Source: an optimization exercise on an open RTL-to-GDS flow (aim: small area, a short achievable clock period and few clock cycles per item). Production flows keep margins and buffers that such runs may drop.
RTL that was checked went through simulation tests only; none was proved equivalent to the original.
For runs 4 and 5, only the layout was checked, not whether the RTL still works.
No run shown here takes its clock network from TritonCTS; it comes from the design's own scripts or RTL.
The clock input has no modelled driver; a real chip could not lean on it and would need a root buffer or a full tree.
Power is estimated from default activity; no workload was simulated.

===== design/flow/design.v =====
`default_nettype none
package fbpm_pkg;
    localparam logic [2:0] ACT_PAINT      = 3'd0;
    localparam logic [2:0] ACT_CONSUME    = 3'd1;
    localparam logic [2:0] ACT_RETURN     = 3'd2;
    localparam logic [2:0] ACT_CLEAR_PEND = 3'd3;
    localparam logic [2:0] ACT_RESET_POOL = 3'd4;
endpackage
`default_nettype wire
`default_nettype none
import fbpm_pkg::*;
module fbpm_ctrl
(
    input  wire logic        clk,
    input  wire logic        rst_n,
    input  wire logic        start,
    output logic             busy,
    input  wire logic [34:0] request,
    output logic             v,       
    output logic             pn,      
    output logic             ps,      
    output logic             cs,      
    output logic             rt,      
    output logic             cl,      
    output logic             rp,      
    output logic [1:0]       idx
);
    logic [2:0]  act;
    logic [14:0] w;
    logic [14:0] h;
    logic [14:0] alloc_w;
    logic [14:0] alloc_h;
    logic        alloc_zero;
    logic        size_diff;
    logic        is_paint;
    logic        is_reset;
    assign busy      = 1'b0;
    assign act       = request[34:32];
    assign w         = request[31:17];
    assign h         = request[16:2];
    assign is_paint  = (act == ACT_PAINT);
    assign is_reset  = (act == ACT_RESET_POOL);
    assign size_diff = alloc_zero ? ((w != 15'd0) || (h != 15'd0))
                                  : ((w != alloc_w) || (h != alloc_h));
    always_ff @(posedge clk or negedge rst_n)
    begin
        if (!rst_n)
        begin
            alloc_zero <= 1'b1;
        end
        else if (start)
        begin
            if (is_paint)
                alloc_zero <= 1'b0;
            else if (is_reset)
                alloc_zero <= 1'b1;
        end
    end
    always_ff @(posedge clk)
    begin
        if (start && is_paint)
        begin
            alloc_w <= w;
            alloc_h <= h;
        end
    end
    always_ff @(posedge clk)
    begin
        v   <= start;
        pn  <= start && is_paint && size_diff;
        ps  <= start && is_paint && !size_diff;
        cs  <= start && (act == ACT_CONSUME);
        rt  <= start && (act == ACT_RETURN);
        cl  <= start && (act == ACT_CLEAR_PEND);
        rp  <= start && is_reset;
        idx <= request[1:0];
    end
endmodule
`default_nettype wire
`default_nettype none
module fbpm_datapath
(
    input  wire logic        clk,
    input  wire logic        rst_n,
    input  wire logic        v,
    input  wire logic        pn,
    input  wire logic        ps,
    input  wire logic        cs,
    input  wire logic        rt,
    input  wire logic        cl,
    input  wire logic        rp,
    input  wire logic [1:0]  idx,
    output logic             done,
    output logic [44:0]      result
);
    logic [1:0]  free_stack  [4];
    logic [3:0]  free_v;         
    logic [1:0]  flight_list [4];
    logic [3:0]  flight_v;       
    logic        ready_flag;
    logic [1:0]  ready_slot;
    logic        ready_zero;
    logic [31:0] paint_gen;
    logic [31:0] uploaded_gen;
    logic        gen_gt;
    logic        gens_zero;
    logic [2:0]  free_cnt;
    logic [2:0]  flight_cnt;
    logic        acc_q;
    logic        gen_nz_q;
    logic        repl_q;
    logic        reinit_q;
    logic [1:0]  free_stack_n  [4];
    logic [1:0]  flight_list_n [4];
    logic        ready_flag_n;
    logic [1:0]  ready_slot_n;
    logic        ready_zero_n;
    logic [31:0] paint_gen_n;
    logic [31:0] uploaded_gen_n;
    logic        gen_gt_n;
    logic        gens_zero_n;
    logic [2:0]  free_cnt_n;
    logic [2:0]  flight_cnt_n;
    logic [31:0] paint_gen_inc;
    logic        acc_n;
    logic        gen_nz_n;
    logic        ready_hit;
    logic        idx_hit;
    logic [3:0]  fl_match;
    logic [3:0]  fl_kill;
    logic        grant_pop;
    logic        grant_paint;
    logic        grant_cons;
    logic        push_ready;
    logic        pop_shift;
    logic        ret_push;
    logic        ret_fl;
    logic        append;
    logic        gen_eq;
    assign free_v   = {free_cnt[2],
                       free_cnt[2] || (free_cnt[1] && free_cnt[0]),
                       free_cnt[2] || free_cnt[1],
                       free_cnt != 3'd0};
    assign flight_v = {flight_cnt[2],
                       flight_cnt[2] || (flight_cnt[1] && flight_cnt[0]),
                       flight_cnt[2] || flight_cnt[1],
                       flight_cnt != 3'd0};
    assign gen_eq        = (paint_gen == uploaded_gen);
    assign paint_gen_inc = paint_gen + 32'd1;
    always_comb
    begin
        ready_hit = 1'b0;
        idx_hit   = 1'b0;
        for (int i = 0; i < 4; i++)
        begin
            if ((i > 0) && free_v[i] && (free_stack[i] == ready_slot))
                ready_hit = 1'b1;
            if (free_v[i] && (free_stack[i] == idx))
                idx_hit = 1'b1;
            fl_match[i] = flight_v[i] && (flight_list[i] == idx);
        end
        fl_kill[0] = fl_match[0];
        for (int i = 1; i < 4; i++)
            fl_kill[i] = fl_kill[i-1] || fl_match[i];
    end
    assign grant_pop   = ps && free_v[0];
    assign grant_paint = ps && (free_v[0] || ready_flag);
    assign grant_cons  = cs && ready_flag && gen_gt;
    assign push_ready  = grant_pop && ready_flag && !ready_hit;
    assign pop_shift   = grant_pop && !push_ready;
    assign ret_push    = rt && !idx_hit && !free_v[3];
    assign ret_fl      = rt && fl_kill[3];
    assign append      = grant_cons && !flight_v[3];
    always_comb
    begin
        for (int i = 0; i < 4; i++)
            free_stack_n[i] = free_stack[i];
        free_cnt_n = free_cnt;
        if (pn)
        begin
            free_stack_n[0] = 2'd2;
            free_stack_n[1] = 2'd1;
            free_stack_n[2] = 2'd0;
            free_cnt_n      = 3'd3;
        end
        else if (rp)
        begin
            free_cnt_n = 3'd0;
        end
        else if (push_ready)
        begin
            free_stack_n[0] = ready_slot;
        end
        else if (pop_shift)
        begin
            for (int i = 0; i < 3; i++)
                free_stack_n[i] = free_stack[i+1];
            free_cnt_n = free_cnt - 3'd1;
        end
        else if (ret_push)
        begin
            for (int i = 1; i < 4; i++)
                free_stack_n[i] = free_stack[i-1];
            free_stack_n[0] = idx;
            free_cnt_n = free_cnt + 3'd1;
        end
        for (int i = 0; i < 4; i++)
            flight_list_n[i] = flight_list[i];
        flight_cnt_n = flight_cnt;
        if (pn || rp)
        begin
            flight_cnt_n = 3'd0;
        end
        else if (append)
        begin
            for (int i = 1; i < 4; i++)
                flight_list_n[i] = flight_list[i-1];
            flight_list_n[0] = ready_slot;
            flight_cnt_n = flight_cnt + 3'd1;
        end
        else if (ret_fl)
        begin
            for (int i = 0; i < 3; i++)
                if (fl_kill[i])
                    flight_list_n[i] = flight_list[i+1];
            flight_cnt_n = flight_cnt - 3'd1;
        end
        if (pn || grant_paint)
            ready_flag_n = 1'b1;
        else if (grant_cons || rp)
            ready_flag_n = 1'b0;
        else
            ready_flag_n = ready_flag;
        if (pn)
            ready_slot_n = 2'd3;
        else if (grant_pop)
            ready_slot_n = free_stack[0];
        else
            ready_slot_n = ready_slot;
        if (pn || grant_paint)
            ready_zero_n = 1'b0;
        else if (rt && (idx == ready_slot))
            ready_zero_n = 1'b1;
        else
            ready_zero_n = ready_zero;
        if (pn || (grant_paint && gens_zero))
            paint_gen_n = 32'd1;
        else if (grant_paint)
            paint_gen_n = paint_gen_inc;
        else
            paint_gen_n = paint_gen;
        if (pn || (grant_paint && gens_zero) || (grant_cons && ready_zero))
            uploaded_gen_n = 32'd0;
        else if (cl || grant_cons)
            uploaded_gen_n = paint_gen;
        else
            uploaded_gen_n = uploaded_gen;
        if (rp)
            gens_zero_n = 1'b1;
        else if (pn || grant_paint)
            gens_zero_n = 1'b0;
        else
            gens_zero_n = gens_zero;
        if (pn)
            gen_gt_n = 1'b1;
        else if (cl)
            gen_gt_n = 1'b0;
        else if (grant_cons)
            gen_gt_n = ready_zero;
        else if (grant_paint)
            gen_gt_n = gens_zero ||
                       ((paint_gen != 32'hffff_ffff) && (gen_gt || gen_eq));
        else
            gen_gt_n = gen_gt;
    end
    assign acc_n    = pn || grant_paint || grant_cons;
    assign gen_nz_n = pn || grant_paint || (grant_cons && !ready_zero);
    always_ff @(posedge clk or negedge rst_n)
    begin
        if (!rst_n)
        begin
            free_cnt   <= '0;
            flight_cnt <= '0;
            ready_flag <= 1'b0;
            gens_zero  <= 1'b1;
            done       <= 1'b0;
        end
        else
        begin
            free_cnt   <= free_cnt_n;
            flight_cnt <= flight_cnt_n;
            ready_flag <= ready_flag_n;
            gens_zero  <= gens_zero_n;
            done       <= v;
        end
    end
    always_ff @(posedge clk)
    begin
        for (int i = 0; i < 4; i++)
        begin
            free_stack[i]  <= free_stack_n[i];
            flight_list[i] <= flight_list_n[i];
        end
        ready_slot   <= ready_slot_n;
        ready_zero   <= ready_zero_n;
        paint_gen    <= paint_gen_n;
        uploaded_gen <= uploaded_gen_n;
        gen_gt       <= gen_gt_n;
        acc_q        <= acc_n;
        gen_nz_q     <= gen_nz_n;
        repl_q       <= ps && ready_flag;
        reinit_q     <= pn;
    end
    assign result = {acc_q,
                     ready_slot & {2{acc_q}},
                     paint_gen & {32{gen_nz_q}},
                     repl_q,
                     reinit_q,
                     free_cnt,
                     ready_flag,
                     flight_cnt,
                     ready_flag && gen_gt};
endmodule
`default_nettype wire
`default_nettype none
module frame_buffer_pool_manager_top
(
    input  wire logic        clk,
    input  wire logic        rst_n,
    input  wire logic        start,
    output logic             busy,
    input  wire logic [34:0] request,
    output logic             done,
    output logic [44:0]      result
);
    logic       v;
    logic       pn;
    logic       ps;
    logic       cs;
    logic       rt;
    logic       cl;
    logic       rp;
    logic [1:0] idx;
    fbpm_ctrl u_ctrl (
        .clk     (clk),
        .rst_n   (rst_n),
        .start   (start),
        .busy    (busy),
        .request (request),
        .v       (v),
        .pn      (pn),
        .ps      (ps),
        .cs      (cs),
        .rt      (rt),
        .cl      (cl),
        .rp      (rp),
        .idx     (idx)
    );
    fbpm_datapath u_datapath (
        .clk     (clk),
        .rst_n   (rst_n),
        .v       (v),
        .pn      (pn),
        .ps      (ps),
        .cs      (cs),
        .rt      (rt),
        .cl      (cl),
        .rp      (rp),
        .idx     (idx),
        .done    (done),
        .result  (result)
    );
endmodule
`default_nettype wire

===== design/flow/flow/run.sh =====
#!/bin/bash
# The standard layout (standard.sh), with two changes:
#  - ports are buffered by buf_1 cells;
#  - the clock tree is flow/cts.tcl's: the clock port drives 4 clkbuf_8
#    cells, each driving 3 clkbuf_8 cells, each driving one cluster of
#    flip-flops.
# ORFS writes each step's full log under orfs/logs/; make's output goes to
# standard.log.
export BUFFER_PORTS_ARGS="-buffer_cell sky130_fd_sc_hd__buf_1"
export PRE_CTS_TCL="$PWD/flow/cts.tcl"
export MYCTS_NROOT=4
export MYCTS_NSUB=3
export MYCTS_ROOT=sky130_fd_sc_hd__clkbuf_8
export MYCTS_LEAF=sky130_fd_sc_hd__clkbuf_8
bash standard.sh > standard.log 2>&1

===== design/flow/flow/cts.tcl =====
# Clock tree, sourced by ORFS's CTS step (PRE_CTS_TCL) in place of its own
# clock_tree_synthesis. The flip-flops are split into NROOT equal groups of
# nearby flip-flops, each group into NSUB equal subgroups (balanced k-means on
# the placement). The clock port drives one root buffer per group, which
# drives one leaf buffer per subgroup, which drives the subgroup's
# flip-flops: every flip-flop is two buffers away from the clock port.
set nroot 4
set nsub 2
if {[info exists ::env(MYCTS_NROOT)]} { set nroot $::env(MYCTS_NROOT) }
if {[info exists ::env(MYCTS_NSUB)]} { set nsub $::env(MYCTS_NSUB) }
set rootcell sky130_fd_sc_hd__clkbuf_16
set leafcell sky130_fd_sc_hd__clkbuf_16
if {[info exists ::env(MYCTS_ROOT)]} { set rootcell $::env(MYCTS_ROOT) }
if {[info exists ::env(MYCTS_LEAF)]} { set leafcell $::env(MYCTS_LEAF) }

# Balanced k-means of points {id x y} into k groups; returns {groups centres}.
proc mycts_kmeans {pts k} {
  set n [llength $pts]
  set srt [lsort -integer -index 1 $pts]
  set cx {}; set cy {}
  # seeds: sort by x into k slices, each slice's median
  for {set j 0} {$j < $k} {incr j} {
    set a [expr {$j * $n / $k}]; set b [expr {($j + 1) * $n / $k - 1}]
    set sl [lsort -integer -index 2 [lrange $srt $a $b]]
    set m [lindex $sl [expr {[llength $sl] / 2}]]
    lappend cx [lindex $m 1]; lappend cy [lindex $m 2]
  }
  set cap [expr {int(ceil(double($n) / $k))}]
  for {set iter 0} {$iter < 40} {incr iter} {
    set pairs {}
    set i 0
    foreach s $pts {
      for {set j 0} {$j < $k} {incr j} {
        lappend pairs [list [expr {abs([lindex $s 1]-[lindex $cx $j]) + abs([lindex $s 2]-[lindex $cy $j])}] $i $j]
      }
      incr i
    }
    set assign [lrepeat $n -1]
    set cnt [lrepeat $k 0]
    foreach p [lsort -integer -index 0 $pairs] {
      lassign $p d i j
      if {[lindex $assign $i] >= 0 || [lindex $cnt $j] >= $cap} continue
      lset assign $i $j
      lset cnt $j [expr {[lindex $cnt $j] + 1}]
    }
    set groups [lrepeat $k {}]
    set i 0
    foreach s $pts {
      set j [lindex $assign $i]
      lset groups $j [concat [lindex $groups $j] [list $s]]
      incr i
    }
    for {set j 0} {$j < $k} {incr j} {
      set g [lindex $groups $j]
      if {[llength $g] == 0} continue
      lset cx $j [expr {[tcl::mathop::+ {*}[lmap s $g {lindex $s 1}]] / [llength $g]}]
      lset cy $j [expr {[tcl::mathop::+ {*}[lmap s $g {lindex $s 2}]] / [llength $g]}]
    }
  }
  return [list $groups $cx $cy]
}

proc mycts_buffer {block master name in_net x y} {
  set inst [odb::dbInst_create $block $master $name]
  set net [odb::dbNet_create $block "${name}_net"]
  $net setSigType CLOCK
  [$inst findITerm A] connect $in_net
  [$inst findITerm X] connect $net
  $inst setLocation [expr {int($x)}] [expr {int($y)}]
  $inst setPlacementStatus PLACED
  return $net
}

set block [ord::get_db_block]
set clk_net [$block findNet clk]
set root_master [[ord::get_db] findMaster $rootcell]
set leaf_master [[ord::get_db] findMaster $leafcell]
set sinks {}
foreach it [$clk_net getITerms] {
  set bb [[$it getInst] getBBox]
  lappend sinks [list $it [expr {([$bb xMin]+[$bb xMax])/2}] [expr {([$bb yMin]+[$bb yMax])/2}]]
}
puts "mycts: [llength $sinks] sinks, $nroot x $nsub leaves"
lassign [mycts_kmeans $sinks $nroot] groups gx gy
for {set r 0} {$r < $nroot} {incr r} {
  set g [lindex $groups $r]
  if {$nsub > 1} {
    lassign [mycts_kmeans $g $nsub] subs sx sy
  } else {
    set subs [list $g]; set sx [list [lindex $gx $r]]; set sy [list [lindex $gy $r]]
  }
  if {$nsub > 1} {
    set rnet [mycts_buffer $block $root_master "clkbuf_my_r$r" $clk_net [lindex $gx $r] [lindex $gy $r]]
  } else {
    set rnet $clk_net
  }
  for {set j 0} {$j < [llength $subs]} {incr j} {
    set lnet [mycts_buffer $block $leaf_master "clkbuf_my_r${r}_l$j" $rnet [lindex $sx $j] [lindex $sy $j]]
    foreach s [lindex $subs $j] {
      set it [lindex $s 0]
      $it disconnect
      $it connect $lnet
    }
    puts "mycts: root $r leaf $j: [llength [lindex $subs $j]] flip-flops"
  }
}
$clk_net setSigType CLOCK

# The CTS step calls clock_tree_synthesis next: the tree is built, so it only
# has to switch timing to the propagated clock.
rename clock_tree_synthesis {}
proc clock_tree_synthesis {args} {
  set_propagated_clock [all_clocks]
  puts "mycts: clock tree built by PRE_CTS_TCL"
}

===== design/flow/standard.sh =====
#!/bin/bash
# synth_recipe.tcl (not shown) runs the flow's synth.tcl, then flattens the netlist and writes it again
# the make line also repeats each setting of config.mk as NAME=value (left out here)
make -C /OpenROAD-flow-scripts/flow DESIGN_CONFIG=/design/flow/config.mk WORK_HOME=/design/flow/orfs CLKGATE_MAP_FILE= SYNTH_SCRIPT=/design/flow/synth_recipe.tcl "${@:-finish}"

===== design/flow/config.mk =====
export PLATFORM = sky130hd
export DESIGN_NAME = frame_buffer_pool_manager_top
export DESIGN_NICKNAME = frame_buffer_pool_manager_top
export VERILOG_FILES = /design/flow/design.v
export SDC_FILE = /design/flow/constraint.sdc
export NUM_CORES = 4
export LEC_CHECK = 0
export CAP_MARGIN = 20
export CORE_MARGIN = 2
export CORE_UTILIZATION = 55
export PLACE_DENSITY = 0.7
export SETUP_SLACK_MARGIN = 3.7
export SLEW_MARGIN = 20

===== design/flow/constraint.sdc =====
create_clock -name core_clock -period 6.0 [get_ports {clk}]
set_input_delay 1.2000 -clock core_clock [delete_from_list [all_inputs] [get_ports {clk}]]
set_output_delay 1.2000 -clock core_clock [all_outputs]
set_load 0.01 [all_outputs]

==> metrics.md, run 1 <==
| Metric | Value |
|---|---|
| Slew headroom | 57.1% |
| CP max-delay cell | dfxtp_4 |
| DIE AREA | between 0.01 and 0.015 sq mm |
| P&R area growth vs syn | 10.5% |
| TritonRoute pass-1 iters | 4 |
| FP Rows | 40 |
| Mux share of post-synthesis cell area | 1.88% |
| Dpl hpwl | around 10,000 microns |
| Worst Path Max Fanout | 16 |
| Synth Cell Area | 0.00664 sq mm |
| Sequential area share after synthesis | 48.1% |
| Worst Tran Pin Value | 643 ps |
| Placement Setup Slack | 3000 ps |
| Antenna Cells | 0 |
| Initial Util | a little under three fifths |
| Antenna violations before repair | 0 |
| Yosys top cell by area | dfxtp_1 |
| PD cells | approximately 250 mW/mm^2 |
| Worst Hold Class | register to register |
| Fin. Hold Viols | 0 |
| Fmax | about 430 MHz |
| First-pass GRT wire length | ~24,000 microns |
| Placed Cells | 885 |
| Max incr delay on CP | 370 ps |
| Asr flop ratio synth | 7.30% |
| Pleak | ~2.8 nW |
| Core area | 0.0119 sq mm |
| Post-synthesis adder-cell area fraction | less than 1% |
| Max-cap violation count | 0 |
| Most common cell after layout, fill and taps aside | nand2_1 |
| Post-synth cell types | 63 |
| Largest net degree at the start of global routing | 33 |
| Tot Pwr | 1.85 mW |
| Most used flip-flop cell after synthesis | dfxtp_1 |
| Final ANT Viol Nets | 0 |
| CTS Hold Bufs | 0 |
| Commonest non-fill, non-tap cells in the layout | nand2_1 (105), xor2_1 (70), dfxtp_1 (68) |
| Final Setup Violations | 0 |
| Remaining global-route overflow | 0 |
| Worst clock skew | 27.1 ps |
| Share of cells above drive strength 1 | between 10% and 20% |
| Xor and xnor area share after synthesis | about 15% |
| Core Util, Final | 61.6% |
| Cells along the critical path | buf_12, and2_2, buf_6 |
| Post-synth top area share | approximately a quarter |
| Final Slew Violations | 0 |
| Final Wtd Congestion | between 0.9 and 1 |
| All-Layer GR Usage | around 22% |
| CP startpoint kind | register |
| CP endpoint kind | primary output |
| Synth Area per Inst | 9.57 sq um |
| Mapped Nets | 735 |
| Crit path max-delay family | flip-flops |
| Maximum VDD drop | 0.183 mV |
| Worst-path clk slew | roughly 90 ps |
| Status | complete, no violations |
| Vias | approximately 5,000 |
| Worst setup margin | about 3700 ps |
| Worst path required time | between 4000 and 5000 ps |
| I/O pin cnt | 85 |
| Wire per inst | between 15 and 20 microns |
| Post-synth EDFFs | 40 |
| WL final | 14,400 microns |
| # DRC | 0 |
| Fin Setup TNS | 0 ps |
| Vias in the first global route | 4,922 |
| Cells after synthesis | between 600 and 700 |
| #FFs+latches synth | roughly 140 |
| Nets | between 800 and 900 |
| RSZ-0062 raised after global routing | true |
| Crit path time final | between 2000 and 2500 ps |
| Non-filler cells, final | 905 |
| Vias per cell | ~5.5 |
| Simple-gate share of the synthesized area | 23.7% |
| Synth warn | 6 |
| Buf/Inv on CP | 2 |
| Compound-Gate Fraction of Synth Area | under 10% |
| Die width | 114 microns |
| Initial DRC count | roughly 330 |
| Critical Path AT | between 1000 and 1500 ps |
| PortBufs | 83 |
| Die Ht | approximately 110 microns |
| Largest cells by area after synthesis | dfxtp_1 (26%), edfxtp_1 (18%), xor2_1 (9.2%), xnor2_1 (6.2%), nand2_1 (6.0%) |
| Tcrit/Tclk final | between 30% and 40% |
| CP Class | register to primary output |
| Largest family of logic cells by synthesized area | simple AND/OR/NAND/NOR gates |
| Worst-skew pair later-pin latency | about 300 ps |
## timing repair
item | 4_1_cts | 5_1_grt
endpoints found under the setup margin | 104 | 68
buffers inserted | 4 | 0
gates resized for setup | 45 | 28
pin swaps | 2 | 0
## stage by stage
step	hold WS, ps	area, sq um
3_5_place_dp	337	6940
4_1_cts	348	7280
6_report	344	7340
5_1_grt	350	7340
2_1_floorplan	316	6650
3_3_place_gp	318	6940
## flip-flops by register name (all words and copies together) (netlist names), 2 cells and up
name / cells
u_datapath.paint_gen: 32
u_datapath.uploaded_gen: 32
u_ctrl.alloc_h: 15
u_ctrl.alloc_w: 15
u_datapath.flight_list: 8
u_datapath.free_stack: 8
u_datapath.flight_cnt: 3
u_datapath.free_cnt: 3
u_ctrl.idx: 2
u_datapath.ready_slot: 2
## worst paths after layout
| check | from | cells past startpoint | end | slack (ps) |
|---|---|---|---|---|
| min in group asynchronous | rst_n | 1 | u_datapath.free_cnt[2] | 880 |
| worst max register to register | u_datapath.free_cnt[1] | 9 | u_datapath.free_cnt[2] | 3860 |
| worst min register to register | u_ctrl.v | 0 | u_datapath.done | 340 |
| worst min-delay path | u_ctrl.v | 0 | u_datapath.done | 340 |
| max in group asynchronous | rst_n | 1 | u_datapath.ready_flag | 4650 |
| worst max-delay path | u_datapath.gen_nz_q | 3 | result[13] | 3670 |
## metal layers
metal	global-route usage (%)	share of wire, %
met5	0	0
met4	4.72	2.3
met3	1.97	4.6
met2	39.6	49
met1	30.0	44
## final cells by class
class                           instances  area (sq um)
Fill cell                            1035          4570
Inverter                                4          15.0
Multi-Input combinational cell        513          3280
Sequential cell                       137          3230
Timing Repair Buffer                   88           417
Tap cell                              147           184
Buffer                                 16           220
## cells by family (layout without fill, tap and decap cells)
group / Yosys count / after routing
flops: 137 / 137
xor+xnor: 117 / 117
buf+inv: 44 / 108
fa+ha+maj: 3 / 3
other cells: 1 / 1
mux: 12 / 12
compound gates: 72 / 72
simple gates: 308 / 308
## synthesized netlist by cell type (9+ instances only)
cell type / count
nand2_1: 106
dfxtp_1: 87
xor2_1: 70
nor2_1: 62
xnor2_1: 47
a21oi_1: 41
edfxtp_1: 40
and2_1: 37
clkbuf_1: 20
nand3_1: 18
nand4_1: 18
nor4_1: 17
buf_2: 9
nor3_1: 9
## power by group
part | internal [mW] | switching, mW
Sequential | 1.01 | 0.0747
Combinational | 0.111 | 0.127
Clock | 0.241 | 0.291
Testbench counts, summed over its fixed seeds: cycles 9,616, items 9,600.
==> inputs of run 2 (changes only) <==
==> design/flow/flow/run.sh (replaced) <==
#!/bin/bash
# The standard layout (standard.sh), with two changes:
#  - ports are buffered by buf_2 cells;
#  - the clock tree is flow/cts.tcl's: the clock port drives 4 clkbuf_4
#    cells, each driving 2 clkbuf_16 cells, each driving one cluster of
#    flip-flops.
# ORFS writes each step's full log under orfs/logs/; make's output goes to
# standard.log.
export BUFFER_PORTS_ARGS="-buffer_cell sky130_fd_sc_hd__buf_2"
export PRE_CTS_TCL="$PWD/flow/cts.tcl"
export MYCTS_NROOT=4
export MYCTS_NSUB=2
export MYCTS_ROOT=sky130_fd_sc_hd__clkbuf_4
export MYCTS_LEAF=sky130_fd_sc_hd__clkbuf_16
bash standard.sh > standard.log 2>&1
==> run 2 against run 1 <==
Still clean. Synthesized cell count unchanged. Utilization up 3.4 points. Cell count unchanged. Die area unchanged. Sequential share of layout area down 2.4 points. Routed wire length up 4.2%. Final area up 5.4%. Sequential power about the same. First-iteration DRC count down 1.8%. Total power up 1.9%. Flip-flop and latch count unchanged. Clock skew about the same. Critical endpoint is now result[30]. Largest cell class unchanged. Largest power group unchanged. Highest routed layer unchanged.
==> metrics.md, run 2 <==
| Metric | Value |
|---|---|
| Synth warn | 6 (unchanged) |
| Vias per cell | 5.60 (was 5.50) |
| Final ANT Viol Nets | 0 (unchanged) |
| Final Setup Violations | 0 (unchanged) |
| Wire per inst | 16.6 microns (was 16.0 microns) |
| Core area | 0.0119 sq mm (unchanged) |
| Maximum VDD drop | 0.159 mV (was 0.183 mV) |
| Worst Tran Pin Value | 677 ps (was 643 ps) |
| Fin. Hold Viols | 0 (unchanged) |
| Fmax | 419 MHz (was 430 MHz) |
| Antenna Cells | 0 (unchanged) |
| First-pass GRT wire length | 24,000 microns (was 24,100 microns) |
| CP startpoint kind | register (unchanged) |
| Mapped Nets | 735 (unchanged) |
| #FFs+latches synth | 137 (unchanged) |
| Largest net degree at the start of global routing | 33 (unchanged) |
| FP Rows | 40 (unchanged) |
| Worst Path Max Fanout | 8 (was 16) |
| Commonest non-fill, non-tap cells in the layout | nand2_1 (106), dfxtp_1 (76), xor2_1 (70) (was nand2_1 (105), xor2_1 (70), dfxtp_1 (68)) |
| Status | complete, no violations (unchanged) |
| All-Layer GR Usage | 22.4% (was 22.3%) |
| # DRC | 0 (unchanged) |
| DIE AREA | 0.0130 sq mm (unchanged) |
| Vias in the first global route | 4,889 (was 4,922) |
| Comb power frac | 13.0% (was 12.8%) |
| TritonRoute pass-1 iters | 5 (was 4) |
| Commonest cells post-synth | nand2_1 (106), dfxtp_1 (87), xor2_1 (70) (unchanged) |
| Post-synth top area share | 26.2% (unchanged) |
| Post-synth cell types | 63 (unchanged) |
| WL final | 15,000 microns (was 14,400 microns) |
| Top-count cell post-synth | nand2_1 (unchanged) |
| PortBufs | 83 (unchanged) |
| Hold slack | 335 ps (was 344 ps) |
| Sw frac | 26.1% (was 26.6%) |
| RSZ-0062 raised after global routing | true (unchanged) |
| Die width | 114 microns (unchanged) |
| Cells after synthesis | 694 (unchanged) |
| Largest cells by area after synthesis | dfxtp_1 (26%), edfxtp_1 (18%), xor2_1 (9.2%), xnor2_1 (6.2%), nand2_1 (6.0%) (unchanged) |
| Fin Setup TNS | 0 ps (unchanged) |
| Synth Area per Inst | 9.57 sq um (unchanged) |
| CTS Hold Bufs | 0 (unchanged) |
| Worst Hold Class | register to register (unchanged) |
| Initial Util | 55.8% (unchanged) |
| Vias | 5,071 (was 4,980) |
| Pleak | 3.09 nW (was 2.83 nW) |
| Die Ht | 114 microns (unchanged) |
| CP Class | register to primary output (unchanged) |
| Remaining global-route overflow | 0 (unchanged) |
| Worst clock skew | 27.4 ps (was 27.1 ps) |
| I/O pin cnt | 85 (unchanged) |
| Most common cell after layout, fill and taps aside | nand2_1 (unchanged) |
| Sequential share of power | 57.5% (was 58.4%) |
| Tcrit/Tclk final | 39.8% (was 38.8%) |
| Sequential area share after synthesis | 48.1% (unchanged) |
| PD cells | 244 mW/mm^2 (was 252 mW/mm^2) |
| Worst path required time | 4800 ps (about the same) |
| Share of cells above drive strength 1 | 23.5% (was 14.4%) |
| Slew headroom | 54.8% (was 57.1%) |
| Yosys top cell by area | dfxtp_1 (unchanged) |
| P&R area growth vs syn | 16.5% (was 10.5%) |
| Psw | 0.491 mW (was 0.492 mW) |
| Initial DRC count | 322 (was 328) |
| Critical Path AT | 1190 ps (was 1130 ps) |
| Dpl hpwl | 10,100 microns (about the same) |
| Antenna violations before repair | 0 (unchanged) |
| Nets | 801 (unchanged) |
| Max-cap violation count | 0 (unchanged) |
| Asr flop ratio synth | 7.30% (unchanged) |
| Post-synth EDFFs | 40 (unchanged) |
| Worst-skew pair later-pin latency | 320 ps (was 300 ps) |
| CP endpoint kind | primary output (unchanged) |
| Internal power | 1.39 mW (was 1.36 mW) |
| Worst-path clk slew | 70 ps (was 90 ps) |
| Crit path time final | 2390 ps (was 2330 ps) |
| Synth Cell Area | 0.00664 sq mm (unchanged) |
| Clock network power share | 29.6% (was 28.7%) |
| Final Slew Violations | 0 (unchanged) |
| Biggest regs | u_datapath.paint_gen (32), u_datapath.uploaded_gen (32) (unchanged) |
| Final Wtd Congestion | 0.849 (was 0.924) |
| Most used flip-flop cell after synthesis | dfxtp_1 (unchanged) |
[run 2: changes by cell type in the layout (fill, tap and decap cells not counted), moves of 16 or more]
cell	before	now
and2_1	34	4
and2_4	4	35
buf_1	50	0
buf_2	19	51
buf_6	1	33
clkbuf_8	16	0
[run 2: layout make-up]
type / instances / area, sq um
sequential: 137 / 3220
multi-input combinational: 513 / 3350
buffer: 12 / 230
inverter: 4 / 15.0
tap: 147 / 184
timing repair buffer: 92 / 744
fill: 977 / 4170
[run 2: cells by family after synthesis]
group	count (synthesis)	share of synthesized area (%)
multiplexers	12	1.88
AO/OA/AOI/OAI	72	6.78
AND/OR/NAND/NOR	308	23.7
flip-flops	137	48.1
XOR/XNOR	117	15.4
adder cells (fa/ha/maj)	3	0.678
other	1	0.0565
buffers and inverters	44	3.33
[run 2: worst max-delay path, stage by stage (launching register included)]
cell,delay (ps)
dfxtp_4,450
buf_8,170
and2_4,150
buf_6,90
[run 2: routing by layer]
metal  routed length (microns)  part of all wire, %  global-route usage (%)  vias up
met4                       227                  1.5                    3.74        0
met3                       625                  4.2                    1.81       20
met1                      6740                   45                    31.0     2458
met2                      7450                   50                    39.2      127
met5                         0                    0                       0        -
li1                          -                    -                       -     2466
[run 2: repair_timing]
| action | 4_1_cts | 5_1_grt |
|---|---|---|
| gates cloned | 1 | 1 |
| setup buffers | 4 | 2 |
| pin swaps | 2 | 2 |
| setup endpoints to repair | 76 | 87 |
| gates resized for setup | 35 | 57 |
[run 2: through the flow]
step	cells	utilization (%)	power (mW)	setup slack [ps]	area [sq um]
after CTS	902	62.6	1.88	3610	7460
after global routing	905	65.0	1.96	3580	7740
final	905	65.0	1.88	3610	7740
after detailed placement	885	59.2	1.33	3000	7050
after floorplan	694	-	1.25	3720	6650
after global placement	885	59.2	1.32	3180	7050
[run 2: path summary, 6_finish.rpt]
check,from,to,slack (ps),cells past startpoint
max,u_datapath.gen_nz_q,result[30],3610,3
min,u_ctrl.v,u_datapath.done,330,0
max reg2reg,u_datapath.free_cnt[1],u_datapath.free_cnt[2],3750,9
min reg2reg,u_ctrl.v,u_datapath.done,330,0
max in group asynchronous,rst_n,u_datapath.gens_zero,4980,1
min in group asynchronous,rst_n,u_datapath.flight_cnt[2],730,1
[run 2: power groups by stage]
stage / clock [mW] / sequential (mW) / combinational [mW]
final: 0.557 / 1.08 / 0.244
after detailed placement: 0 / 1.10 / 0.231
after global placement: 0 / 1.10 / 0.226
after global routing: 0.593 / 1.09 / 0.272
after CTS: 0.565 / 1.08 / 0.240
after floorplan: 0 / 1.08 / 0.172
==> inputs of run 3 (changes only) <==
==> design/flow/flow/run.sh (replaced) <==
#!/bin/bash
# The standard layout (standard.sh), with three changes:
#  - synthesis maps with flow/abc.script, an area-leaning ABC script, in
#    place of ORFS's abc_speed.script (a copy of ORFS's scripts with only
#    that file replaced);
#  - ports are buffered by buf_2 cells;
#  - the clock tree is flow/cts.tcl's: the clock port drives 4 clkbuf_8
#    cells, each driving 3 clkbuf_8 cells, each driving one cluster of
#    flip-flops.
# ORFS writes each step's full log under orfs/logs/; make's output goes to
# standard.log.
set -e
rm -rf scripts_abc
cp -r "$FLOW_HOME/scripts" scripts_abc
cp flow/abc.script scripts_abc/abc_speed.script
export SCRIPTS_DIR="$PWD/scripts_abc"
export BUFFER_PORTS_ARGS="-buffer_cell sky130_fd_sc_hd__buf_2"
export PRE_CTS_TCL="$PWD/flow/cts.tcl"
export MYCTS_NROOT=4
export MYCTS_NSUB=3
export MYCTS_ROOT=sky130_fd_sc_hd__clkbuf_8
export MYCTS_LEAF=sky130_fd_sc_hd__clkbuf_8
bash standard.sh > standard.log 2>&1
==> design/flow/flow/abc.script (new file) <==
&get -n
&st
&syn2
&dch -f
&nf -R 1000
&st
&syn2
&dch -f
&nf -R 1000
&put
buffer -c
topo
stime -c
upsize -c
dnsize -c
==> run 3 against run 2 <==
Clock skew fell by 8.4 ps. First-iteration DRC count up 13%. Global-route usage is 0.40 points higher. Register-to-register slack improved by 20 ps. Final area fell by 1.6%. Die area down 1.9%. Worst setup slack gained 90 ps. Total power grew 4.5%. Routed wire length up 0.28%. Sequential share of layout area increased by 1.1 points. Synthesized cell count shrank 0.14%. Critical path type unchanged. Highest routed layer unchanged.
==> metrics.md, run 3 <==
| Metric | Value |
|---|---|
| Antenna Cells | 0 (unchanged) |
| Fin. Hold Viols | 0 (unchanged) |
| Worst clock skew | 19.0 ps (was 27.4 ps) |
| Cells after synthesis | 693 (was 694) |
| FP Rows | 39 (was 40) |
| Yosys top cell by area | dfxtp_1 (unchanged) |
| Worst setup margin | 3700 ps (was 3610 ps) |
| Core Util, Final | 66.4% (was 65.0%) |
| Tot Pwr | 1.97 mW (was 1.88 mW) |
| #FFs+latches synth | 137 (unchanged) |
| Commonest non-fill, non-tap cells in the layout | nand2_1 (85), buf_2 (79), dfxtp_1 (64) (was nand2_1 (106), dfxtp_1 (76), xor2_1 (70)) |
| Biggest regs | u_datapath.paint_gen (32), u_datapath.uploaded_gen (32) (unchanged) |
| First-pass GRT wire length | 24,200 microns (was 24,000 microns) |
| Crit path time final | 2300 ps (was 2390 ps) |
| Worst r2r dst | u_datapath.free_cnt[2] (unchanged) |
| Tcrit/Tclk final | 38.3% (was 39.8%) |
| Synth Cell Area | 0.00651 sq mm (was 0.00664 sq mm) |
| TritonRoute pass-1 iters | 4 (was 5) |
| WL final | 15,100 microns (was 15,000 microns) |
| Initial DRC count | 364 (was 322) |
| DIE AREA | 0.0127 sq mm (was 0.0130 sq mm) |
| Die width | 113 microns (was 114 microns) |
| Final ANT Viol Nets | 0 (unchanged) |
| Post-synth top area share | 26.8% (was 26.2%) |
| Remaining global-route overflow | 0 (unchanged) |
| Sequential area share after synthesis | 49.1% (was 48.1%) |
| Dpl hpwl | 10,100 microns (about the same) |
| All-Layer GR Usage | 22.8% (was 22.4%) |
| Commonest cells post-synth | dfxtp_1 (87), nand2_1 (85), nor2_1 (54) (was nand2_1 (106), dfxtp_1 (87), xor2_1 (70)) |
| Vias per cell | 5.68 (was 5.60) |
| Worst-skew pair later-pin latency | 290 ps (was 320 ps) |
| Final Wtd Congestion | 0.862 (was 0.849) |
| Fmax | 436 MHz (was 419 MHz) |
| Pleak | 3.11 nW (was 3.09 nW) |
| CP startpoint kind | register (unchanged) |
| Worst path required time | 4800 ps (about the same) |
| Asr flop ratio synth | 7.30% (unchanged) |
| R2R depth | 10 (was 9) |
| CP Class | register to primary output (unchanged) |
| Cells along the critical path | buf_4, and2_1, buf_2 (was buf_8, and2_4, buf_6) |
| Worst Hold Class | register to register (unchanged) |
| Sequential cell area | 0.00325 sq mm (was 0.00322 sq mm) |
| Synth Area per Inst | 9.39 sq um (was 9.57 sq um) |
| RSZ-0062 raised after global routing | true (unchanged) |
| Largest net degree at the start of global routing | 33 (unchanged) |
| Fin Setup TNS | 0 ps (unchanged) |
| Placement Setup Slack | 3280 ps (was 3000 ps) |
| Max-cap violation count | 0 (unchanged) |
| Die Ht | 113 microns (was 114 microns) |
| Worst Tran Pin Value | 623 ps (was 677 ps) |
| Share of cells above drive strength 1 | 26.4% (was 23.5%) |
| Most common cell after layout, fill and taps aside | nand2_1 (unchanged) |
| Maximum VDD drop | 0.287 mV (was 0.159 mV) |
| Slew headroom | 58.5% (was 54.8%) |
| Most used flip-flop cell after synthesis | dfxtp_1 (unchanged) |
| Hold Startpoint | u_ctrl.v (unchanged) |
| Worst Path Max Fanout | 5 (was 8) |
| Simple-gate share of the synthesized area | 20.5% (was 23.7%) |
| Post-synth EDFFs | 40 (unchanged) |
| Xor and xnor area share after synthesis | 10.9% (was 15.4%) |
| PortBufs | 83 (unchanged) |
| Post-synth cell types | 67 (was 63) |
| CTS Hold Bufs | 0 (unchanged) |
| Mux share of post-synthesis cell area | 2.29% (was 1.88%) |
| # DRC | 0 (unchanged) |
| Filler cells | 962 (was 977) |
| CP max-delay cell | dfxtp_4 (unchanged) |
| Final Slew Violations | 0 (unchanged) |
| Buf/Inv on CP | 2 (unchanged) |
| Largest family of logic cells by synthesized area | simple AND/OR/NAND/NOR gates (unchanged) |
| Initial Util | 56.7% (was 55.8%) |
| Compound-Gate Fraction of Synth Area | 11.8% (was 6.78%) |
| Critical Path AT | 1100 ps (was 1190 ps) |
| I/O pin cnt | 85 (unchanged) |
| Worst-path clk slew | 90 ps (was 70 ps) |
| Worst reg2reg setup slack | 3770 ps (was 3750 ps) |
| P&R area growth vs syn | 17.0% (was 16.5%) |
| Top-count cell post-synth | dfxtp_1 (was nand2_1) |
| Hold path depth | 0 (unchanged) |
| Largest cells by area after synthesis | dfxtp_1 (27%), edfxtp_1 (18%), xnor2_1 (6.3%), nand2_1 (4.9%), xor2_1 (4.6%) (was dfxtp_1 (26%), edfxtp_1 (18%), xor2_1 (9.2%), xnor2_1 (6.2%), nand2_1 (6.0%)) |
| Vias | 5,262 (was 5,071) |
| PD cells | 259 mW/mm^2 (was 244 mW/mm^2) |
| Core area | 0.0115 sq mm (was 0.0119 sq mm) |
| Antenna violations before repair | 0 (unchanged) |
| Nets | 826 (was 801) |
| Crit path max-delay family | flip-flops (unchanged) |
| Reg2reg start | u_datapath.free_cnt[0] (was u_datapath.free_cnt[1]) |
| Post-synthesis adder-cell area fraction | 0.692% (was 0.678%) |
| Status | complete, no violations (unchanged) |
| Mapped Nets | 734 (was 735) |
| WHS Endpoint | u_datapath.done (unchanged) |
| Synth warn | 6 (unchanged) |
| Final Setup Violations | 0 (unchanged) |
| Max incr delay on CP | 380 ps (was 450 ps) |
| Wire per inst | 16.3 microns (was 16.6 microns) |
| CP endpoint kind | primary output (unchanged) |
| Area occupied by multi-input gates | 0.00317 sq mm (was 0.00335 sq mm) |
| Vias in the first global route | 5,027 (was 4,889) |
==> run 3: cell types whose count changed after synthesis, moves of 5 or more <==
cell / change
o21ai_0: +9
nand4_1: -5
nor2_1: -8
o22ai_1: +6
xor2_1: -36
inv_1: +26
nand2_1: -21
a21oi_1: +12
==> run 3: kinds of logic after synthesis <==
family / count (synthesis)
XOR/XNOR: 81
multiplexers: 14
flip-flops: 137
adder cells (fa/ha/maj): 3
AO/OA/AOI/OAI: 120
AND/OR/NAND/NOR: 267
other: 1
buffers and inverters: 70
==> run 3: cell type report <==
class	instances	share of cell area, %
Timing Repair Buffer	113	9.00
Multi-Input combinational cell	486	41.6
Inverter	31	1.53
Tap cell	143	2.35
Buffer	16	2.89
Sequential cell	137	42.7
==> run 3: worst max-delay path by stage <==
stage / slack, ps / endpoint / start / cells after the start
2_1_floorplan: 3430 / u_ctrl.alloc_h[0] / request[32] / 2
3_3_place_gp: 3390 / u_datapath.uploaded_gen[20] / u_datapath.free_cnt[1] / 7
3_5_place_dp: 3280 / u_datapath.uploaded_gen[26] / u_datapath.free_cnt[1] / 7
4_1_cts: 3670 / result[35] / u_datapath.paint_gen[25] / 2
5_1_grt: 3670 / result[40] / u_datapath.gen_nz_q / 3
6_report: 3700 / result[19] / u_datapath.gen_nz_q / 3
==> run 3: worst register-to-register path: stages, from the launching register on <==
cell,delay [ps]
dfrtp_2,470
a21oi_2,150
nor3_1,70
a31oi_2,270
a31oi_4,170
xor2_1,180
ha_1,210
nor2_1,90
mux2i_1,80
or3_1,340
a21oi_2,120
==> run 3: layer usage <==
metal / GRT usage (%) / routed length (microns) / vias to the layer above
met5: 0 / 0 / -
met4: 4.47 / 189 / 0
met3: 2.25 / 835 / 23
met2: 40.5 / 7540 / 175
met1: 30.5 / 6520 / 2503
li1: - / - / 2561
==> run 3: metrics by stage <==
step / hold WS, ps / cells / area, sq um
after global routing: 337 / 926 / 7620
after global placement: 326 / 884 / 6970
after CTS: 334 / 908 / 7340
after floorplan: 316 / 693 / 6530
after detailed placement: 326 / 884 / 6970
final: 333 / 926 / 7620
==> run 3: where the power goes <==
group          switching (mW)  internal (mW)  leakage (nW)  total [mW]
Clock                   0.287          0.241         0.115       0.528
Combinational           0.168          0.160          1.80       0.329
Sequential             0.0967           1.02          1.20        1.11
Total                   0.552           1.42          3.11        1.97
==> run 3: what timing repair did <==
action / CTS / global route
endpoints found under the setup margin: 83 / 63
resized for setup: 32 / 43
pin swaps: 3 / 12
buffers inserted: 8 / 18
==> inputs of run 4 (changes only) <==
--- a/design/flow/design.v
+++ b/design/flow/design.v
@@ -139,2 +139,6 @@
     logic        gen_eq;
+    logic [2:0]  free_cnt_inc;
+    logic [2:0]  free_cnt_dec;
+    logic [2:0]  flight_cnt_inc;
+    logic [2:0]  flight_cnt_dec;
     assign free_v   = {free_cnt[2],
@@ -147,2 +151,10 @@
                        flight_cnt != 3'd0};
+    assign free_cnt_inc   = {free_cnt[1] && free_cnt[0], free_cnt[1] ^ free_cnt[0],
+                             !free_cnt[0]};
+    assign free_cnt_dec   = {1'b0, free_cnt[2] || (free_cnt[1] && free_cnt[0]),
+                             !free_cnt[0]};
+    assign flight_cnt_inc = {flight_cnt[1] && flight_cnt[0],
+                             flight_cnt[1] ^ flight_cnt[0], !flight_cnt[0]};
+    assign flight_cnt_dec = {1'b0, flight_cnt[2] || (flight_cnt[1] && flight_cnt[0]),
+                             !flight_cnt[0]};
     assign gen_eq        = (paint_gen == uploaded_gen);
@@ -197,3 +209,3 @@
                 free_stack_n[i] = free_stack[i+1];
-            free_cnt_n = free_cnt - 3'd1;
+            free_cnt_n = free_cnt_dec;
         end
@@ -204,3 +216,3 @@
             free_stack_n[0] = idx;
-            free_cnt_n = free_cnt + 3'd1;
+            free_cnt_n = free_cnt_inc;
         end
@@ -218,3 +230,3 @@
             flight_list_n[0] = ready_slot;
-            flight_cnt_n = flight_cnt + 3'd1;
+            flight_cnt_n = flight_cnt_inc;
         end
@@ -225,3 +237,3 @@
                     flight_list_n[i] = flight_list[i+1];
-            flight_cnt_n = flight_cnt - 3'd1;
+            flight_cnt_n = flight_cnt_dec;
         end
==> design/flow/flow/run.sh (replaced) <==
#!/bin/bash
# The standard layout (standard.sh), with two changes:
#  - ports are buffered by buf_2 cells;
#  - the clock tree is flow/cts.tcl's: the clock port drives 4 clkbuf_8
#    cells, each driving 3 clkbuf_8 cells, each driving one cluster of
#    flip-flops.
# ORFS writes each step's full log under orfs/logs/; make's output goes to
# standard.log.
export BUFFER_PORTS_ARGS="-buffer_cell sky130_fd_sc_hd__buf_2"
export PRE_CTS_TCL="$PWD/flow/cts.tcl"
export MYCTS_NROOT=4
export MYCTS_NSUB=3
export MYCTS_ROOT=sky130_fd_sc_hd__clkbuf_8
export MYCTS_LEAF=sky130_fd_sc_hd__clkbuf_8
bash standard.sh > standard.log 2>&1
removed: design/flow/flow/abc.script
==> run 4 against run 3 <==
First-iteration DRC count fell by 19%. Critical endpoint is now result[31]. Flip-flop and latch count did not move. Sequential share of layout area fell by 0.089 points. Critical path depth did not move. Routed wire length fell by 0.74%. Critical path type unchanged. Worst setup slack got worse by 9.6 ps. Sequential power barely moved.
==> metrics.md, run 4 <==
| Metric | Value |
|---|---|
| FP Rows | 40 (was 39) |
| Fin. Hold Viols | 0 (unchanged) |
| Commonest cells post-synth | nand2_1 (112), dfxtp_1 (87), xnor2_1 (59) (was dfxtp_1 (87), nand2_1 (85), nor2_1 (54)) |
| Most used flip-flop cell after synthesis | dfxtp_1 (unchanged) |
| Crit path max-delay family | flip-flops (unchanged) |
| Core area | 0.0119 sq mm (was 0.0115 sq mm) |
| Sequential area share after synthesis | 47.9% (was 49.1%) |
| CP Class | register to primary output (unchanged) |
| Post-synth cell types | 60 (was 67) |
| Nets | 824 (was 826) |
| PD cells | 253 mW/mm^2 (was 259 mW/mm^2) |
| TritonRoute pass-1 iters | 5 (was 4) |
| Worst clock skew | 23.6 ps (was 19.0 ps) |
| Vias per cell | 5.54 (was 5.68) |
| Synth Cell Area | 0.00668 sq mm (was 0.00651 sq mm) |
| Worst Path Max Fanout | 16 (was 5) |
| Clock network power share | 27.5% (was 26.8%) |
| Worst Hold Class | register to register (unchanged) |
| Top-count cell post-synth | nand2_1 (was dfxtp_1) |
| All-Layer GR Usage | 21.9% (was 22.8%) |
| Worst-skew pair later-pin latency | 290 ps (about the same) |
| Final Slew Violations | 0 (unchanged) |
| Crit path time final | 2310 ps (was 2300 ps) |
| Tcrit/Tclk final | 38.4% (was 38.3%) |
| Final Setup Violations | 0 (unchanged) |
| Maximum VDD drop | 0.183 mV (was 0.287 mV) |
| Max-cap violation count | 0 (unchanged) |
| Slew headroom | 59.1% (was 58.5%) |
| RSZ-0062 raised after global routing | true (unchanged) |
| Internal power | 1.40 mW (was 1.42 mW) |
| Most common cell after layout, fill and taps aside | nand2_1 (unchanged) |
| Biggest regs | u_datapath.paint_gen (32), u_datapath.uploaded_gen (32) (unchanged) |
| Critical Path AT | 1110 ps (was 1100 ps) |
| Comb power frac | 15.8% (was 16.7%) |
| Cells along the critical path | buf_12, and2_1, buf_2 (was buf_4, and2_1, buf_2) |
| Die width | 114 microns (was 113 microns) |
| Synth warn | 6 (unchanged) |
| Sequential share of power | 56.7% (was 56.5%) |
| Worst path required time | 4800 ps (about the same) |
| CP max-delay cell | dfxtp_4 (unchanged) |
| Remaining global-route overflow | 0 (unchanged) |
| Vias in the first global route | 4,863 (was 5,027) |
| Worst-path clk slew | 80 ps (was 90 ps) |
| Psw | 0.512 mW (was 0.552 mW) |
| Final Cell Area | 0.00756 sq mm (was 0.00762 sq mm) |
| Pleak | 2.94 nW (was 3.11 nW) |
| Status | complete, no violations (unchanged) |
| Die Ht | 114 microns (was 113 microns) |
| Commonest non-fill, non-tap cells in the layout | nand2_1 (110), dfxtp_1 (72), buf_2 (67) (was nand2_1 (85), buf_2 (79), dfxtp_1 (64)) |
| First-pass GRT wire length | 23,600 microns (was 24,200 microns) |
| Post-synth EDFFs | 40 (unchanged) |
| Filler cells | 986 (was 962) |
| Dpl hpwl | 10,300 microns (was 10,100 microns) |
| Final ANT Viol Nets | 0 (unchanged) |
| CP endpoint kind | primary output (unchanged) |
| CTS Hold Bufs | 0 (unchanged) |
| Cells after synthesis | 721 (was 693) |
| #FFs+latches synth | 137 (unchanged) |
| Yosys top cell by area | dfxtp_1 (unchanged) |
| DIE AREA | 0.0130 sq mm (was 0.0127 sq mm) |
| Vias | 5,130 (was 5,262) |
| Share of cells above drive strength 1 | 20.5% (was 26.4%) |
| Final Wtd Congestion | 0.879 (was 0.862) |
| I/O pin cnt | 85 (unchanged) |
| Fmax | 434 MHz (was 436 MHz) |
| Buf/Inv on CP | 2 (unchanged) |
| Synth Area per Inst | 9.26 sq um (was 9.39 sq um) |
| Largest cells by area after synthesis | dfxtp_1 (26%), edfxtp_1 (18%), xnor2_1 (7.7%), nand2_1 (6.3%), xor2_1 (6.2%) (was dfxtp_1 (27%), edfxtp_1 (18%), xnor2_1 (6.3%), nand2_1 (4.9%), xor2_1 (4.6%)) |
| Worst Tran Pin Value | 614 ps (was 623 ps) |
| Initial Util | 56.0% (was 56.7%) |
| Largest net degree at the start of global routing | 34 (was 33) |
| Asr flop ratio synth | 7.30% (unchanged) |
| WL final | 15,000 microns (was 15,100 microns) |
| Core Util, Final | 63.5% (was 66.4%) |
| PortBufs | 83 (unchanged) |
| Antenna violations before repair | 0 (unchanged) |
| Fin Setup TNS | 0 ps (unchanged) |
| # DRC | 0 (unchanged) |
| Mapped Nets | 764 (was 734) |
| Max incr delay on CP | 380 ps (about the same) |
| Antenna Cells | 0 (unchanged) |
| Wire per inst | 16.2 microns (was 16.3 microns) |
| Initial DRC count | 295 (was 364) |
| Sw frac | 26.8% (was 28.0%) |
| Post-synth top area share | 26.1% (was 26.8%) |
| Cell Area, Placed | 0.00704 sq mm (was 0.00697 sq mm) |
| CP startpoint kind | register (unchanged) |
| P&R area growth vs syn | 13.2% (was 17.0%) |
run 4: changes by cell type after synthesis, moves of 7 or more:
cell and delta:
nand2_1 +27, inv_1 -20, o21ai_0 -13, xor2_1 +13
nand4_1 +12, xnor2_1 +12, clkbuf_1 +9, o21ai_1 +8
o22ai_1 -7
run 4: power by group through the flow:
stage | Sequential, mW | Clock, mW | Combinational, mW
6_report | 1.08 | 0.526 | 0.302
5_1_grt | 1.09 | 0.574 | 0.335
4_1_cts | 1.09 | 0.539 | 0.286
3_5_place_dp | 1.11 | 0 | 0.283
3_3_place_gp | 1.10 | 0 | 0.275
2_1_floorplan | 1.08 | 0 | 0.226
run 4: stage by stage:
stage	hold WS (ps)	instances	worst slack, ps	total power [mW]
after floorplan	316	721	3750	1.31
after global placement	340	902	3490	1.38
after detailed placement	336	902	3430	1.39
after CTS	364	918	3690	1.91
after global routing	360	926	3640	2.00
final	362	926	3690	1.91
run 4: cell type report:
cell class                      count  area [sq um]  area share (%)
Inverter                           10          37.5           0.497
Timing Repair Buffer               92           626            8.28
Multi-Input combinational cell    524          3270            43.3
Tap cell                          147           184            2.43
Sequential cell                   137          3220            42.6
Buffer                             16           220            2.91
run 4: worst reg2reg max path, cell delays in order (launching register included):
cell	delay, ps
dfrtp_1	430
inv_1	100
ha_1	220
nor3b_1	170
nor2_2	380
nand4_1	280
nor3_1	250
xnor2_1	160
nor2_1	60
run 4: worst paths after layout:
kind | from | end | slack [ps] | cells past startpoint
worst max-delay path | u_datapath.gen_nz_q | result[31] | 3690 | 3
worst min-delay path | u_ctrl.v | u_datapath.done | 360 | 0
worst max register to register | u_datapath.free_cnt[1] | u_datapath.paint_gen[17] | 3840 | 8
worst min register to register | u_ctrl.v | u_datapath.done | 360 | 0
max in group asynchronous | rst_n | u_ctrl.alloc_zero | 4950 | 1
min in group asynchronous | rst_n | u_datapath.free_cnt[1] | 770 | 1
run 4: what timing repair did:
| item | 4_1_cts | 5_1_grt |
|---|---|---|
| gates cloned | 0 | 2 |
| resized for setup | 12 | 47 |
| hold endpoints to repair | 0 | 0 |
| buffers inserted | 0 | 6 |
| pin swaps | 0 | 3 |
| endpoints found under the setup margin | 98 | 101 |
run 4: logic make-up (layout without fill, tap and decap cells):
| logic type | after synthesis | in the layout | synth area share (%) |
|---|---|---|---|
| AOI/OAI and AO/OA | 92 | 92 | 8.30 |
| xor gates and xnor gates | 106 | 106 | 13.9 |
| adders and majority gates | 5 | 5 | 0.937 |
| buffers and inverters | 61 | 118 | 4.31 |
| DFF | 137 | 137 | 47.9 |
| muxes | 9 | 9 | 1.37 |
| other | 1 | 1 | 0.0562 |
| and+or+nand+nor | 310 | 311 | 23.2 |
run 4: layer usage:
metal	part of all wire [%]	global-route usage, %	vias to the layer above	wire length (microns)
met5	0	0	-	0
met4	1.5	4.15	0	224
met3	4.8	2.33	20	725
met2	50	39.2	121	7560
met1	43	29.0	2427	6460
li1	-	-	2562	-
==> inputs of run 5 (changes only) <==
--- a/design/flow/design.v
+++ b/design/flow/design.v
@@ -96,3 +96,3 @@
     logic [1:0]  free_stack  [4];
-    logic [3:0]  free_v;         
+    logic [3:0]  free_set;       
     logic [1:0]  flight_list [4];
@@ -122,2 +122,3 @@
     logic [2:0]  free_cnt_n;
+    logic [3:0]  free_set_n;
     logic [2:0]  flight_cnt_n;
@@ -139,10 +140,2 @@
     logic        gen_eq;
-    logic [2:0]  free_cnt_inc;
-    logic [2:0]  free_cnt_dec;
-    logic [2:0]  flight_cnt_inc;
-    logic [2:0]  flight_cnt_dec;
-    assign free_v   = {free_cnt[2],
-                       free_cnt[2] || (free_cnt[1] && free_cnt[0]),
-                       free_cnt[2] || free_cnt[1],
-                       free_cnt != 3'd0};
     assign flight_v = {flight_cnt[2],
@@ -151,24 +144,10 @@
                        flight_cnt != 3'd0};
-    assign free_cnt_inc   = {free_cnt[1] && free_cnt[0], free_cnt[1] ^ free_cnt[0],
-                             !free_cnt[0]};
-    assign free_cnt_dec   = {1'b0, free_cnt[2] || (free_cnt[1] && free_cnt[0]),
-                             !free_cnt[0]};
-    assign flight_cnt_inc = {flight_cnt[1] && flight_cnt[0],
-                             flight_cnt[1] ^ flight_cnt[0], !flight_cnt[0]};
-    assign flight_cnt_dec = {1'b0, flight_cnt[2] || (flight_cnt[1] && flight_cnt[0]),
-                             !flight_cnt[0]};
     assign gen_eq        = (paint_gen == uploaded_gen);
     assign paint_gen_inc = paint_gen + 32'd1;
+    assign ready_hit = free_set[ready_slot] && (free_stack[0] != ready_slot);
+    assign idx_hit   = free_set[idx];
     always_comb
     begin
-        ready_hit = 1'b0;
-        idx_hit   = 1'b0;
         for (int i = 0; i < 4; i++)
-        begin
-            if ((i > 0) && free_v[i] && (free_stack[i] == ready_slot))
-                ready_hit = 1'b1;
-            if (free_v[i] && (free_stack[i] == idx))
-                idx_hit = 1'b1;
             fl_match[i] = flight_v[i] && (flight_list[i] == idx);
-        end
         fl_kill[0] = fl_match[0];
@@ -177,4 +156,4 @@
     end
-    assign grant_pop   = ps && free_v[0];
-    assign grant_paint = ps && (free_v[0] || ready_flag);
+    assign grant_pop   = ps && (free_cnt != 3'd0);
+    assign grant_paint = ps && ((free_cnt != 3'd0) || ready_flag);
     assign grant_cons  = cs && ready_flag && gen_gt;
@@ -182,3 +161,3 @@
     assign pop_shift   = grant_pop && !push_ready;
-    assign ret_push    = rt && !idx_hit && !free_v[3];
+    assign ret_push    = rt && !idx_hit && !free_cnt[2];
     assign ret_fl      = rt && fl_kill[3];
@@ -190,2 +169,3 @@
         free_cnt_n = free_cnt;
+        free_set_n = free_set;
         if (pn)
@@ -196,2 +176,3 @@
             free_cnt_n      = 3'd3;
+            free_set_n      = 4'b0111;
         end
@@ -200,2 +181,3 @@
             free_cnt_n = 3'd0;
+            free_set_n = 4'b0000;
         end
@@ -204,2 +186,4 @@
             free_stack_n[0] = ready_slot;
+            free_set_n[free_stack[0]] = 1'b0;
+            free_set_n[ready_slot]    = 1'b1;
         end
@@ -209,3 +193,4 @@
                 free_stack_n[i] = free_stack[i+1];
-            free_cnt_n = free_cnt_dec;
+            free_cnt_n = free_cnt - 3'd1;
+            free_set_n[free_stack[0]] = 1'b0;
         end
@@ -216,3 +201,4 @@
             free_stack_n[0] = idx;
-            free_cnt_n = free_cnt_inc;
+            free_cnt_n = free_cnt + 3'd1;
+            free_set_n[idx] = 1'b1;
         end
@@ -230,3 +216,3 @@
             flight_list_n[0] = ready_slot;
-            flight_cnt_n = flight_cnt_inc;
+            flight_cnt_n = flight_cnt + 3'd1;
         end
@@ -237,3 +223,3 @@
                     flight_list_n[i] = flight_list[i+1];
-            flight_cnt_n = flight_cnt_dec;
+            flight_cnt_n = flight_cnt - 3'd1;
         end
@@ -294,2 +280,3 @@
             free_cnt   <= '0;
+            free_set   <= '0;
             flight_cnt <= '0;
@@ -302,2 +289,3 @@
             free_cnt   <= free_cnt_n;
+            free_set   <= free_set_n;
             flight_cnt <= flight_cnt_n;
==> run 5 against run 4 <==
Critical path type unchanged. Total power is 1.3% lower. Global-route usage is 1.6 points higher. Sequential power is 4% higher. Flip-flop and latch count is 4 higher.
==> metrics.md, run 5 <==
| Metric | Value |
|---|---|
| Reg2reg start | u_datapath.free_set[0] (was u_datapath.free_cnt[1]) |
| Asr flop ratio synth | 9.93% (was 7.30%) |
| CP startpoint kind | register (unchanged) |
| # DRC | 0 (unchanged) |
| Final Setup Violations | 0 (unchanged) |
| Mux share of post-synthesis cell area | 2.09% (was 1.37%) |
| Tcrit/Tclk final | 38.2% (was 38.4%) |
| Die width | 116 microns (was 114 microns) |
| Fin Setup TNS | 0 ps (unchanged) |
| Post-synth top area share | 25.1% (was 26.1%) |
| Vias in the first global route | 5,243 (was 4,863) |
| Worst Tran Pin Value | 670 ps (was 614 ps) |
| Final Cell Area | 0.00783 sq mm (was 0.00756 sq mm) |
| Worst reg2reg setup slack | 3800 ps (was 3840 ps) |
| CP endpoint kind | primary output (unchanged) |
| Compound-Gate Fraction of Synth Area | 10.4% (was 8.30%) |
| TritonRoute pass-1 iters | 6 (was 5) |
| P&R area growth vs syn | 12.8% (was 13.2%) |
| Fmax | 436 MHz (was 434 MHz) |
| Final ANT Viol Nets | 0 (unchanged) |
| Top-count cell post-synth | nand2_1 (unchanged) |
| Worst r2r dst | u_datapath.free_cnt[2] (was u_datapath.paint_gen[17]) |
| Largest family of logic cells by synthesized area | simple AND/OR/NAND/NOR gates (unchanged) |
| Most used flip-flop cell after synthesis | dfxtp_1 (unchanged) |
| Pleak | 3.08 nW (was 2.94 nW) |
| Xor and xnor area share after synthesis | 12.2% (was 13.9%) |
| PortBufs | 83 (unchanged) |
| WHS Endpoint | u_datapath.done (unchanged) |
| I/O pin cnt | 85 (unchanged) |
| Worst-skew pair later-pin latency | 310 ps (was 290 ps) |
| Sequential area share after synthesis | 47.5% (was 47.9%) |
| Synth Cell Area | 0.00694 sq mm (was 0.00668 sq mm) |
| Mapped Nets | 775 (was 764) |
| Synth Area per Inst | 9.46 sq um (was 9.26 sq um) |
| Largest net degree at the start of global routing | 33 (was 34) |
| Max-cap violation count | 0 (unchanged) |
| #FFs+latches synth | 141 (was 137) |
| Share of cells above drive strength 1 | 22.5% (was 20.5%) |
| Final Slew Violations | 0 (unchanged) |
| Post-synthesis adder-cell area fraction | 0.649% (was 0.937%) |
| Worst Path Max Fanout | 16 (unchanged) |
| Final Wtd Congestion | 0.895 (was 0.879) |
| Initial DRC count | 396 (was 295) |
| Cells after synthesis | 734 (was 721) |
| Fin. Hold Viols | 0 (unchanged) |
| DIE AREA | 0.0135 sq mm (was 0.0130 sq mm) |
| Remaining global-route overflow | 0 (unchanged) |
| Post-synth EDFFs | 40 (unchanged) |
| Crit path time final | 2290 ps (was 2310 ps) |
| Largest cells by area after synthesis | dfxtp_1 (25%), edfxtp_1 (17%), nand2_1 (6.3%), xor2_1 (6.2%), xnor2_1 (6.1%) (was dfxtp_1 (26%), edfxtp_1 (18%), xnor2_1 (7.7%), nand2_1 (6.3%), xor2_1 (6.2%)) |
| Maximum VDD drop | 0.234 mV (was 0.183 mV) |
| Placement Setup Slack | 3340 ps (was 3430 ps) |
| Worst Hold Class | register to register (unchanged) |
| Post-synth cell types | 71 (was 60) |
| R2R depth | 7 (was 8) |
| Cell Area, Placed | 0.00731 sq mm (was 0.00704 sq mm) |
| Non-filler cells, final | 971 (was 926) |
| Hold path depth | 0 (unchanged) |
| Commonest cells post-synth | nand2_1 (116), dfxtp_1 (87), xor2_1 (49) (was nand2_1 (112), dfxtp_1 (87), xnor2_1 (59)) |
| Simple-gate share of the synthesized area | 22.4% (was 23.2%) |
| Core area | 0.0125 sq mm (was 0.0119 sq mm) |
| Tot Pwr | 1.89 mW (was 1.91 mW) |
| Status | complete, no violations (unchanged) |
| Commonest non-fill, non-tap cells in the layout | nand2_1 (114), buf_2 (76), dfxtp_1 (63) (was nand2_1 (110), dfxtp_1 (72), buf_2 (67)) |
| Sequential cell area | 0.00333 sq mm (was 0.00322 sq mm) |
| First-pass GRT wire length | 25,900 microns (was 23,600 microns) |
| Antenna Cells | 0 (unchanged) |
| Worst clock skew | 40.4 ps (was 23.6 ps) |
| PD cells | 241 mW/mm^2 (was 253 mW/mm^2) |
| Hold Startpoint | u_ctrl.v (unchanged) |
| Vias per cell | 5.65 (was 5.54) |
| Area occupied by multi-input gates | 0.00341 sq mm (was 0.00327 sq mm) |
| Worst path required time | 4800 ps (about the same) |
| Synth warn | 6 (unchanged) |
| Yosys top cell by area | dfxtp_1 (unchanged) |
| Worst-path clk slew | 80 ps (about the same) |
| CP Class | register to primary output (unchanged) |
| Worst setup margin | 3710 ps (was 3690 ps) |
| All-Layer GR Usage | 23.6% (was 21.9%) |
| Wire per inst | 16.6 microns (was 16.2 microns) |
| Initial Util | 55.7% (was 56.0%) |
| Placed Cells | 941 (was 902) |
| Most common cell after layout, fill and taps aside | nand2_1 (unchanged) |
| WL final | 16,100 microns (was 15,000 microns) |
| FP Rows | 41 (was 40) |
| Core Util, Final | 62.8% (was 63.5%) |
| Nets | 842 (was 824) |
| Die Ht | 116 microns (was 114 microns) |
| Slew headroom | 55.0% (was 59.1%) |
| Critical Path AT | 1090 ps (was 1110 ps) |
| Hold slack | 336 ps (was 362 ps) |
| Antenna violations before repair | 0 (unchanged) |
| RSZ-0062 raised after global routing | true (unchanged) |
| Dpl hpwl | 10,900 microns (was 10,300 microns) |
| Biggest regs | u_datapath.paint_gen (32), u_datapath.uploaded_gen (32) (unchanged) |
| Filler cells | 1,080 (was 986) |
| Vias | 5,483 (was 5,130) |
## run 5: report_power, final
part	switching [mW]	total (mW)	internal (mW)	leakage [nW]
clock	0.299	0.540	0.241	0.115
sequential	0.0838	1.12	1.03	1.24
combinational	0.121	0.228	0.108	1.73
## run 5: worst max-delay path, stage by stage (launching register included)
cell     delay, ps
dfxtp_4        380
buf_12         150
and2_1         150
buf_2          130
## run 5: cell type report
cell class              instances  area share, %
plain buffers                  16           2.81
multi-input cells             531           43.5
inverters                      12          0.623
repair buffers                 99           7.76
well taps                     172           2.75
flip-flops and latches        141           42.6
## run 5: cell families after synthesis
group                    count (synthesis)
multiplexers                            12
AO/OA/AOI/OAI                          111
adder cells (fa/ha/maj)                  3
XOR/XNOR                                97
flip-flops                             141
buffers and inverters                   62
other                                    1
AND/OR/NAND/NOR                        307
## run 5: metal layers
metal | part of all wire, % | vias up | GRT usage [%] | routed length [microns]
met4 | 1.7 | 0 | 4.68 | 276
met2 | 49 | 174 | 40.3 | 7820
met1 | 44 | 2614 | 32.6 | 7130
met3 | 5.4 | 28 | 2.75 | 863
met5 | 0 | - | 0 | 0
li1 | - | 2667 | - | -
## run 5: how the worst max path moves through the flow
stage | start | endpoint | cells after the start
global route | u_datapath.gen_nz_q | result[11] | 3
detailed placement | u_datapath.ready_flag | u_datapath.paint_gen[27] | 5
finish | u_datapath.gen_nz_q | result[11] | 3
floorplan | u_datapath.ready_slot[0] | u_datapath.free_cnt[2] | 8
CTS | u_datapath.paint_gen[26] | result[36] | 2
global placement | u_datapath.ready_flag | u_datapath.paint_gen[31] | 5
## run 5: timing repair
| item | CTS | global route |
|---|---|---|
| pin swaps | 1 | 4 |
| hold buffers | 0 | 0 |
| endpoints found under the setup margin | 104 | 95 |
| endpoints found under the hold margin | 0 | 0 |
| setup buffers | 3 | 11 |
| resized for setup | 29 | 35 |

## re-timing with driven ports
In the flow no input, the clock included, has a driving cell. The finished layouts below were timed again as built, in two steps.
Step 1 (the two cells are an assumption about what drives the block):
set clk [get_ports {clk}]
set_driving_cell -lib_cell sky130_fd_sc_hd__clkbuf_16 $clk
set_driving_cell -lib_cell sky130_fd_sc_hd__buf_2 [delete_from_list [all_inputs] $clk]
Step 2 moves the port delays by t, midway between the first and last clock arrival at a register: inputs arrive t later, outputs are due t later. That takes back most of the time a late clock gives input paths.
a / b / c = ideal ports / drivers / drivers and shift; a / b = the first two.
run	t, ns	setup slack, ns	hold WS [ns]	slew at the worst register clock pin (ns)	worst data-port slew with drivers (ns)
run 1	0.355	3.674 / 3.602 / 3.511	0.344 / 0.344 / 0.344	0.10 / 0.10	0.03
run 2	0.370	3.614 / 3.553 / 3.554	0.335 / 0.335 / 0.335	0.08 / 0.08	0.03
run 3	0.347	3.704 / 3.634 / 3.462	0.333 / 0.333 / 0.333	0.09 / 0.09	0.03
run 4	0.345	3.695 / 3.625 / 3.538	0.362 / 0.362 / 0.362	0.08 / 0.08	0.03
run 5	0.362	3.708 / 3.634 / 3.545	0.336 / 0.336 / 0.336	0.11 / 0.11	0.03
After both steps setup and hold are still met in every run listed. The setup slack of run 3, which loses most, moves by -0.070 ns with the drivers and by -0.242 ns with both steps.
